What follows belongs to an exercise in optimizing a design on an open flow for small area and few clock cycles per item; a production flow would make more cautious choices. RTL that was checked went through simulation tests only; none was proved equivalent to the original.

==> willow: inputs <==
## complex_mult_stream
module complex_mult_stream
#(
  parameter int DIN_W  = cmplx_pkg::DIN_W_DEF,
  parameter int DOUT_W = cmplx_pkg::DOUT_W_DEF,
  parameter int SHIFT  = cmplx_pkg::SHIFT_DEF,
  parameter int TAG_W  = cmplx_pkg::TAG_W_DEF
) (
  input  logic                     i_clk,
  input  logic                     i_rst,
  input  logic                     i_valid,
  output logic                     o_ready,
  input  logic signed [DIN_W-1:0]  i_real_h,
  input  logic signed [DIN_W-1:0]  i_imag_h,
  input  logic signed [DIN_W-1:0]  i_real_y,
  input  logic signed [DIN_W-1:0]  i_imag_y,
  input  logic                     i_conj,
  input  logic [TAG_W-1:0]         i_tag,
  output logic                     o_valid,
  input  logic                     i_ready,
  output logic signed [DOUT_W-1:0] o_real,
  output logic signed [DOUT_W-1:0] o_imag,
  output logic [TAG_W-1:0]         o_tag,
  output logic                     o_ovf
);
make LEC_CHECK=0 ABC_AREA=1 CAP_MARGIN=20 CORE_MARGIN=2 CORE_UTILIZATION=40 PLACE_DENSITY=0.6 SLEW_MARGIN=20 SYNTH_HIERARCHICAL=1 finish   # period 7.5 ns
run.sh (not shown) runs the stock make flow with config.mk's settings and CLKGATE_MAP_FILE= SYNTH_SCRIPT=/design/flow/synth_recipe.tcl, a recipe that flattens the netlist after the stock synthesis.
==> cedar: changes against willow <==
--- a/flow/config.mk
+++ b/flow/config.mk
@@ -8,7 +8,7 @@
 export ABC_AREA = 1
 export CAP_MARGIN = 20
 export CORE_MARGIN = 2
-export CORE_UTILIZATION = 40
-export PLACE_DENSITY = 0.6
+export CORE_UTILIZATION = 60
+export PLACE_DENSITY = 0.75
 export SLEW_MARGIN = 20
 export SYNTH_HIERARCHICAL = 1
==> notes <==
willow went through all stages and came out clean. cedar passed the timing, design-rule and antenna checks. Of willow and cedar, cedar has the higher sequential share of layout area (gap 0.13 points). Of willow and cedar, willow has the higher routed wire length (gap 2.2%, measured against cedar). Count of clock-buffer cells in the layout is the same in willow and cedar. In cedar the cell area is lower than in willow, by 3.3%. In willow the utilization is lower than in cedar, by 24 points. Of cedar and willow, cedar has the higher critical path depth (gap 2). Between cedar and willow, the lower register-to-register slack is in willow (gap 0.31 ns). In synthesized cell count, willow and cedar do not differ. Non-clock buffer count: willow is higher than cedar (46).
==> figures <==
|  | willow | cedar |
|---|---|---|
| Fin util | 0.5192 | 0.7551 |
| Bufs w/o clock | 653 | 607 |
| Path length in cells of the critical path | 22 | 24 |
| Cell area after placement | 31430 um^2 | 30310 um^2 |
| WL final | 104600 um | 102300 um |
| Time the worst path needs with I/O delays and setup | 7.368 ns | 7.397 ns |
| Core area | 63080 um^2 | 41950 um^2 |
| Met1 layer wirelength in the final routing | 46130 um | 38570 um |
| Wire length of the first global-routing pass | 156200 um | 154100 um |
| Global-route track usage on met3 | 0.06129 | 0.1205 |
| Clock skew | 0.004888 ns | 0.006078 ns |
| Cell count after placement | 4270 | 3900 |
| Setup WS post-layout | 0.1316 ns | 0.1032 ns |
| GR Util met2 | 0.4473 | 0.6853 |
| Largest net degree at the start of global routing | 43 | 44 |
| Status | complete, no violations | complete, no violations |
Testbench counts of willow, summed over its fixed seeds: cycles 4,808, items 4,800.
Testbench counts of cedar, summed over its fixed seeds: cycles 4,808, items 4,800.

---

==> run H: inputs <==
Another version of the RTL of complex_mult_stream (not shown whole).
make LEC_CHECK=0 CAP_MARGIN=20 CORE_MARGIN=2 CORE_UTILIZATION=40 PLACE_DENSITY=0.6 SLEW_MARGIN=20 finish   # period 7.5 ns
==> inputs of run E, as changes to run H <==
--- a/flow/config.mk
+++ b/flow/config.mk
@@ -6,4 +6,5 @@
 export NUM_CORES = 4
 export LEC_CHECK = 0
+export ABC_AREA = 1
 export CAP_MARGIN = 20
 export CORE_MARGIN = 2
==> impl_summary.txt <==
----------------------------------------------------
[STA]
  Worst setup slack after layout ... -2.89 ns
  Setup violators final ... 33
  Maximum frequency from static timing analysis ... 0.0962 GHz

[Cells and area]
  Commonest cells after routing, fill and taps aside ... buf_4 (732), nand2_1 (711), inv_1 (531), fa_1 (334), xor2_1 (332)
  Area added between synthesis and finish ... 35.2%
  Final layout net count ... 4675

[Floorplan]
  Die W ... 252 um
  Full die area ... 63700 sq um

[Critical path]
  R2R setup slack ... 6.32 ns

[Global routing]
  Gr usage total ... 31.9%
  Met2 track demand over resource ... 48.1%
  GR Util met1 ... 45.5%

[Outcome]
  Blocking Checks ... negative setup slack
  Outcome ... finished with violations

[Place]
  Cell area reported after detailed placement ... 32200 sq um

----------------------------------------------------
# the run above: run E

==> impl_summary.txt <==
----------------------------------------------------
[Global routing]
  Gr usage total ... 32.8%
  Met2 track demand over resource ... 49.5%
  GR Util met1 ... 44.9%

[Outcome]
  Blocking Checks ... negative setup slack
  Outcome ... finished with violations

[Worst hold path]
  Origin of the worst min-delay path ... o_valid

[CTS]
  Number of gates resized after cts ... 101

[STA]
  Worst setup slack after layout ... -3.56 ns
  Setup violators final ... 33
  Maximum frequency from static timing analysis ... 0.0904 GHz

[Cells and area]
  Area added between synthesis and finish ... 29.8%
  Commonest cells after routing, fill and taps aside ... buf_4 (875), a21oi_1 (562), fa_1 (341), inv_1 (314), nand2_1 (290)
  Largest cell class by area ... multi-input gates

[Critical path]
  R2R setup slack ... 6.31 ns

[Place]
  Cell area reported after detailed placement ... 37700 sq um

----------------------------------------------------
# the run above: run H

No functional check of the RTL was part of any run of this note.

---

==> 04-09 <==
Another version of the RTL of complex_mult_stream (not shown whole).
clock: 7.5 ns
lec_check: 0
abc_area: 1
cap_margin: 20
core_margin: 2
core_utilization: 45
gpl_timing_driven: 0
place_density: 0.65
setup_slack_margin: 0.15
slew_margin: 20
synth_hierarchical: 1
==> 06-05: changes against 04-09 <==
--- a/flow/design.v
+++ b/flow/design.v
@@ -80,17 +80,17 @@
   output logic signed [DOUT_W-1:0] o_imag,
   output logic [TAG_W-1:0]         o_tag,
   output logic                     o_ovf
 );
   logic        en;
   logic [15:0] a, b, c, d, dx, dn;
   logic [16:0] sab, sr, st;
   logic [32:0] re_a, re_b, im_a, im_b, re_x, im_x;
-  logic [15:0] rs_re, rs_im;
+  logic [17:0] q_re, q_im;
   logic        ovf_re, ovf_im;
   assign a = i_real_h;
   assign b = i_imag_h;
   assign c = i_real_y;
   assign d = i_imag_y;
   logic dco1;
   logic dct2;
   logic dcn3;
@@ -3578,36 +3578,36 @@
   assign aix1987 = aipp1840 ^ aig1969;
   assign aix1988 = aipp1841 ^ aig1970;
   assign aix1989 = aipp1842 ^ aig1971;
   assign aix1990 = aipp1843 ^ aig1972;
   assign aix1991 = aipp1844 ^ aig1973;
   assign aix1992 = aipp1845 ^ aig1974;
   assign re_x[32:15] = {arx1812, arx1811, arx1810, arx1809, arx1808, arx1807, arx1806, arx1805, arx1804, arx1803, arx1802, arx1801, arx1800, arx1799, arx1798, arx1797, arx1796, arx1795};
   assign im_x[32:15] = {aix1992, aix1991, aix1990, aix1989, aix1988, aix1987, aix1986, aix1985, aix1984, aix1983, aix1982, aix1981, aix1980, aix1979, aix1978, aix1977, aix1976, aix1975};
-  assign ovf_re = (re_x[32] != re_x[31]) | (re_x[31] != re_x[30]);
-  assign ovf_im = (im_x[32] != im_x[31]) | (im_x[31] != im_x[30]);
-  assign rs_re  = ovf_re ? {re_x[32], {15{~re_x[32]}}} : re_x[30:15];
-  assign rs_im  = ovf_im ? {im_x[32], {15{~im_x[32]}}} : im_x[30:15];
   assign en      = ~o_valid | i_ready;
   assign o_ready = en;
   always_ff @(posedge i_clk) begin
     if (i_rst)
       o_valid <= 1'b0;
     else if (en)
       o_valid <= i_valid;
   end
   always_ff @(posedge i_clk) begin
     if (en) begin
-      o_real <= rs_re;
-      o_imag <= rs_im;
-      o_tag  <= i_tag;
-      o_ovf  <= ovf_re | ovf_im;
+      q_re  <= re_x[32:15];
+      q_im  <= im_x[32:15];
+      o_tag <= i_tag;
     end
   end
+  assign ovf_re = (q_re[17] != q_re[16]) | (q_re[16] != q_re[15]);
+  assign ovf_im = (q_im[17] != q_im[16]) | (q_im[16] != q_im[15]);
+  assign o_real = ovf_re ? {q_re[17], {15{~q_re[17]}}} : q_re[15:0];
+  assign o_imag = ovf_im ? {q_im[17], {15{~q_im[17]}}} : q_im[15:0];
+  assign o_ovf  = ovf_re | ovf_im;
 endmodule
 module cm_fa (
   input  logic x,
   input  logic y,
   input  logic z,
   output logic s,
   output logic co
 );
==> flow/flow/run.sh (new file) <==
#!/bin/bash
# The standard layout (standard.sh), except that the port buffers that
# buffer_ports inserts are buf_1 cells rather than the resizer's default pick.
set -o pipefail
export BUFFER_PORTS_ARGS="-buffer_cell sky130_fd_sc_hd__buf_1"
bash standard.sh > standard.log 2>&1
==> flow/standard.sh (new file) <==
#!/bin/bash
# synth_recipe.tcl (not shown) runs the flow's synth.tcl, then flattens the netlist and writes it again
# the make line also repeats each setting of config.mk as NAME=value (left out here)
make -C /OpenROAD-flow-scripts/flow DESIGN_CONFIG=/design/flow/config.mk WORK_HOME=/design/flow/orfs CLKGATE_MAP_FILE= SYNTH_SCRIPT=/design/flow/synth_recipe.tcl "${@:-finish}"
==> flow/config.mk (replaced) <==
export PLATFORM = sky130hd
export DESIGN_NAME = complex_mult_stream
export DESIGN_NICKNAME = complex_mult_stream
export VERILOG_FILES = /design/flow/design.v
export SDC_FILE = /design/flow/constraint.sdc
export NUM_CORES = 4
export LEC_CHECK = 0
export ABC_AREA = 1
export CAP_MARGIN = 20
export CORE_MARGIN = 2
export CORE_UTILIZATION = 62
export PLACE_DENSITY = 0.78
export SLEW_MARGIN = 20
export SYNTH_HIERARCHICAL = 1
removed: flow/run.sh
==> 09-12: changes against 04-09 <==
--- a/flow/design.v
+++ b/flow/design.v
@@ -80,17 +80,17 @@
   output logic signed [DOUT_W-1:0] o_imag,
   output logic [TAG_W-1:0]         o_tag,
   output logic                     o_ovf
 );
   logic        en;
   logic [15:0] a, b, c, d, dx, dn;
   logic [16:0] sab, sr, st;
   logic [32:0] re_a, re_b, im_a, im_b, re_x, im_x;
-  logic [15:0] rs_re, rs_im;
+  logic [17:0] q_re, q_im;
   logic        ovf_re, ovf_im;
   assign a = i_real_h;
   assign b = i_imag_h;
   assign c = i_real_y;
   assign d = i_imag_y;
   logic dco1;
   logic dct2;
   logic dcn3;
@@ -3578,36 +3578,36 @@
   assign aix1987 = aipp1840 ^ aig1969;
   assign aix1988 = aipp1841 ^ aig1970;
   assign aix1989 = aipp1842 ^ aig1971;
   assign aix1990 = aipp1843 ^ aig1972;
   assign aix1991 = aipp1844 ^ aig1973;
   assign aix1992 = aipp1845 ^ aig1974;
   assign re_x[32:15] = {arx1812, arx1811, arx1810, arx1809, arx1808, arx1807, arx1806, arx1805, arx1804, arx1803, arx1802, arx1801, arx1800, arx1799, arx1798, arx1797, arx1796, arx1795};
   assign im_x[32:15] = {aix1992, aix1991, aix1990, aix1989, aix1988, aix1987, aix1986, aix1985, aix1984, aix1983, aix1982, aix1981, aix1980, aix1979, aix1978, aix1977, aix1976, aix1975};
-  assign ovf_re = (re_x[32] != re_x[31]) | (re_x[31] != re_x[30]);
-  assign ovf_im = (im_x[32] != im_x[31]) | (im_x[31] != im_x[30]);
-  assign rs_re  = ovf_re ? {re_x[32], {15{~re_x[32]}}} : re_x[30:15];
-  assign rs_im  = ovf_im ? {im_x[32], {15{~im_x[32]}}} : im_x[30:15];
   assign en      = ~o_valid | i_ready;
   assign o_ready = en;
   always_ff @(posedge i_clk) begin
     if (i_rst)
       o_valid <= 1'b0;
     else if (en)
       o_valid <= i_valid;
   end
   always_ff @(posedge i_clk) begin
     if (en) begin
-      o_real <= rs_re;
-      o_imag <= rs_im;
-      o_tag  <= i_tag;
-      o_ovf  <= ovf_re | ovf_im;
+      q_re  <= re_x[32:15];
+      q_im  <= im_x[32:15];
+      o_tag <= i_tag;
     end
   end
+  assign ovf_re = (q_re[17] != q_re[16]) | (q_re[16] != q_re[15]);
+  assign ovf_im = (q_im[17] != q_im[16]) | (q_im[16] != q_im[15]);
+  assign o_real = ovf_re ? {q_re[17], {15{~q_re[17]}}} : q_re[15:0];
+  assign o_imag = ovf_im ? {q_im[17], {15{~q_im[17]}}} : q_im[15:0];
+  assign o_ovf  = ovf_re | ovf_im;
 endmodule
 module cm_fa (
   input  logic x,
   input  logic y,
   input  logic z,
   output logic s,
   output logic co
 );
==> flow/flow/run.sh (new file) <==
#!/bin/bash
# The standard layout (standard.sh), except that the port buffers that
# buffer_ports inserts are buf_1 cells rather than the resizer's default pick.
set -o pipefail
export BUFFER_PORTS_ARGS="-buffer_cell sky130_fd_sc_hd__buf_1"
bash standard.sh > standard.log 2>&1
==> flow/standard.sh (new file) <==
#!/bin/bash
# synth_recipe.tcl (not shown) runs the flow's synth.tcl, then flattens the netlist and writes it again
# the make line also repeats each setting of config.mk as NAME=value (left out here)
make -C /OpenROAD-flow-scripts/flow DESIGN_CONFIG=/design/flow/config.mk WORK_HOME=/design/flow/orfs CLKGATE_MAP_FILE= SYNTH_SCRIPT=/design/flow/synth_recipe.tcl "${@:-finish}"
==> flow/config.mk (replaced) <==
export PLATFORM = sky130hd
export DESIGN_NAME = complex_mult_stream
export DESIGN_NICKNAME = complex_mult_stream
export VERILOG_FILES = /design/flow/design.v
export SDC_FILE = /design/flow/constraint.sdc
export NUM_CORES = 4
export LEC_CHECK = 0
export ABC_AREA = 1
export CAP_MARGIN = 20
export CORE_MARGIN = 2
export CORE_UTILIZATION = 60
export PLACE_DENSITY = 0.75
export SLEW_MARGIN = 20
export SYNTH_HIERARCHICAL = 1
removed: flow/run.sh
==> results.ini <==
[outcome]
status = complete, no violations

[synthesis]
synth_seq_cells = 42

[critical_path]
worstSetupPathDepth = 26

[global_route]
grt_pass1_wl_um = 167000
grt_use_met1_pct = 55.8

[final_layout]
antennaDiodeCount = 1
buf_share_pct = 14.9

[sta]
fin_skew_ns = 0.00944

[detailed_routing]
wl_met1_um = 45800

(the above is from 04-09)
==> results.ini <==
[global_route]
grt-ovfl-total = 0
grt_pass1_wl_um = 132000

[detailed_routing]
wl_met1_um = 30700

[final_layout]
buf_share_pct = 8.20
antennaDiodeCount = 3

[synthesis]
synth_seq_cells = 45

[sta]
fin_skew_ns = 0.00807

[outcome]
status = complete, no violations

[critical_path]
worstSetupPathDepth = 22

(the above is from 09-12)
==> results.ini <==
[critical_path]
worstSetupPathDepth = 21

[global_route]
grt-busiest-layer = met2
grt_pass1_wl_um = 136000
met3_usage_pct = 9.93
grt_use_met1_pct = 56.3

[sta]
fin_skew_ns = 0.00564

[detailed_routing]
wl_met1_um = 31800
drc_errors = 0

[clocking]
clock-sinks = 45

[die]
initial_core_util_pct = 62.7

[synthesis]
yosys_warnings = 7

[final_layout]
layout_commonest_cell = xor2_1

[outcome]
status = complete, no violations

(the above is from 06-05)
Testbench counts of 06-05, summed over its fixed seeds: cycles 4,808, items 4,800.
Testbench counts of 09-12, summed over its fixed seeds: cycles 4,808, items 4,800.
Function not checked in 04-09: the RTL went through the layout flow alone.

---

==> inputs of trial 72 <==
complex_mult_stream with an RTL version that a note above also has.
export LEC_CHECK = 0
export ABC_AREA = 1
export CAP_MARGIN = 5
export CORE_MARGIN = 2
export CORE_UTILIZATION = 60
export PLACE_DENSITY = 0.75
export SLEW_MARGIN = 5
export SYNTH_HIERARCHICAL = 1
create_clock -name core_clock -period 7.5 [get_ports {i_clk}]
standard.sh (not shown) runs the stock make flow with config.mk's settings and CLKGATE_MAP_FILE= SYNTH_SCRIPT=/design/flow/synth_recipe.tcl, a recipe that flattens the netlist after the stock synthesis.
==> flow/flow/run.sh <==
#!/bin/bash
# The standard layout (standard.sh), except that the port buffers that
# buffer_ports inserts are buf_2 cells rather than the resizer's default pick.
set -o pipefail
export BUFFER_PORTS_ARGS="-buffer_cell sky130_fd_sc_hd__buf_2"
bash standard.sh > standard.log 2>&1
==> build 73: changes against trial 72 <==
==> flow/run.sh (new file) <==
#!/bin/bash
# synth_recipe.tcl (not shown) runs the flow's synth.tcl, then flattens the netlist and writes it again
# the make line also repeats each setting of config.mk as NAME=value (left out here)
make -C /OpenROAD-flow-scripts/flow DESIGN_CONFIG=/design/flow/config.mk WORK_HOME=/design/flow/orfs CLKGATE_MAP_FILE= SYNTH_SCRIPT=/design/flow/synth_recipe.tcl finish
--- a/flow/config.mk
+++ b/flow/config.mk
@@ -8,3 +8,3 @@
 export ABC_AREA = 1
-export CAP_MARGIN = 5
+export CAP_MARGIN = 20
 export CORE_MARGIN = 2
@@ -12,3 +12,3 @@
 export PLACE_DENSITY = 0.75
-export SLEW_MARGIN = 5
+export SLEW_MARGIN = 20
 export SYNTH_HIERARCHICAL = 1
removed: flow/flow/run.sh
removed: flow/standard.sh
==> results.rst <==
.. list-table::
   :header-rows: 1

   * - Metric
     - Value
   * - Outcome
     - finished clean
   * - Reg2Reg Setup Slack
     - slightly above 6 ns
   * - Commonest cells after routing, fill and taps aside
     - sky130_fd_sc_hd__xor2_1 (498), sky130_fd_sc_hd__fa_1 (456), sky130_fd_sc_hd__o22ai_1 (454)
   * - Number of global-route vias before repair
     - 22990
   * - Cell total after placement
     - roughly 3300
   * - Cells traversed along the worst timing path
     - buf_2 -> nor2_1 -> nor2_1 -> inv_2 -> buf_4 -> o22ai_1 -> xor2_1 -> fa_1 -> fa_1 -> fa_1 -> fa_1 -> fa_1 -> fa_1 -> ha_1 -> a21oi_1 -> o21ai_1 -> nand2_1 -> nand2_1 -> a21oi_1 -> nand2_1 -> nand2_1 -> nand2_1
   * - Aggregate global-route resource usage
     - between 40% and 50%
   * - Routed wire length per instance
     - between 20 and 30 µm
   * - Met1 GRT Util
     - a little over half
   * - GR Layer Usage met2
     - 66.10%
   * - Final setup margin
     - roughly 0.28 ns
   * - End point of the worst hold path
     - q_re[0]
   * - FILL cells
     - 3304
Source of the figures above: trial 72

==> results.rst <==
.. list-table::
   :header-rows: 1

   * - Metric
     - Value
   * - Cells traversed along the worst timing path
     - clkdlybuf4s50_1 -> nand2_1 -> inv_1 -> nor2_4 -> inv_4 -> buf_4 -> o22ai_1 -> xor2_1 -> fa_1 -> fa_1 -> fa_1 -> fa_1 -> fa_1 -> fa_1 -> ha_1 -> a21oi_1 -> o21ai_0 -> a21oi_1 -> nand2_2 -> buf_6 -> nand2_1 -> nand2_1 -> nand2_1 -> nand2_1
   * - Met1 GRT Util
     - 55.28%
   * - Number of global-route vias before repair
     - between 20000 and 25000
   * - Aggregate global-route resource usage
     - 43.33%
   * - Outcome
     - finished clean
   * - Commonest cells after routing, fill and taps aside
     - sky130_fd_sc_hd__xor2_1 (497), sky130_fd_sc_hd__o22ai_1 (453), sky130_fd_sc_hd__fa_1 (453)
   * - Cell total after placement
     - between 3000 and 4000
   * - Final setup margin
     - approximately 0.19 ns
   * - End point of the worst hold path
     - o_valid
   * - FILL cells
     - around 3100
Source of the figures above: build 73

Testbench counts of trial 72, summed over its fixed seeds: cycles 4,808, items 4,800.
Testbench counts of build 73, summed over its fixed seeds: cycles 4,808, items 4,800.

## port drivers added, routing unchanged
No port has a modelled driver above. Below, the same layouts with a new extraction and two added sets of constraints. Step 1 sets driving cells, clkbuf_16 on the clock port and buf_2 on the other inputs (assumed; they add their load-dependent delay and slew). Step 2 also shifts input and output timing later by t, the mid clock arrival at the registers, as if the neighbouring blocks saw the same clock. Slacks: no drivers / after step 1 / after step 2; pairs: no drivers / after step 1.
| run | t, ns | slack for setup (ns) | pins driven straight from the clock port |
|---|---|---|---|
| willow | 0.363 | 0.132 / 0.152 / -0.211 | 1 |
| cedar | 0.341 | 0.103 / 0.118 / -0.223 | 1 |
| run H | 0.315 | -3.558 / -3.646 / -3.960 | 1 |
| run E | 0.319 | -2.891 / -2.895 / -3.214 | 1 |
| 04-09 | 0.338 | 0.153 / 0.168 / -0.170 | 1 |
| 06-05 | 0.369 | 0.148 / 0.174 / -0.196 | 1 |
| 09-12 | 0.381 | 0.229 / 0.224 / -0.157 | 1 |
| trial 72 | 0.381 | 0.284 / 0.281 / -0.100 | 1 |
| build 73 | 0.386 | 0.189 / 0.223 / -0.163 | 1 |
Met with ideal ports but missed after step 2: setup timing in 7 of these runs. For run H, which loses most, drivers alone change the setup slack by -0.088 ns; drivers and shift together by -0.402 ns.
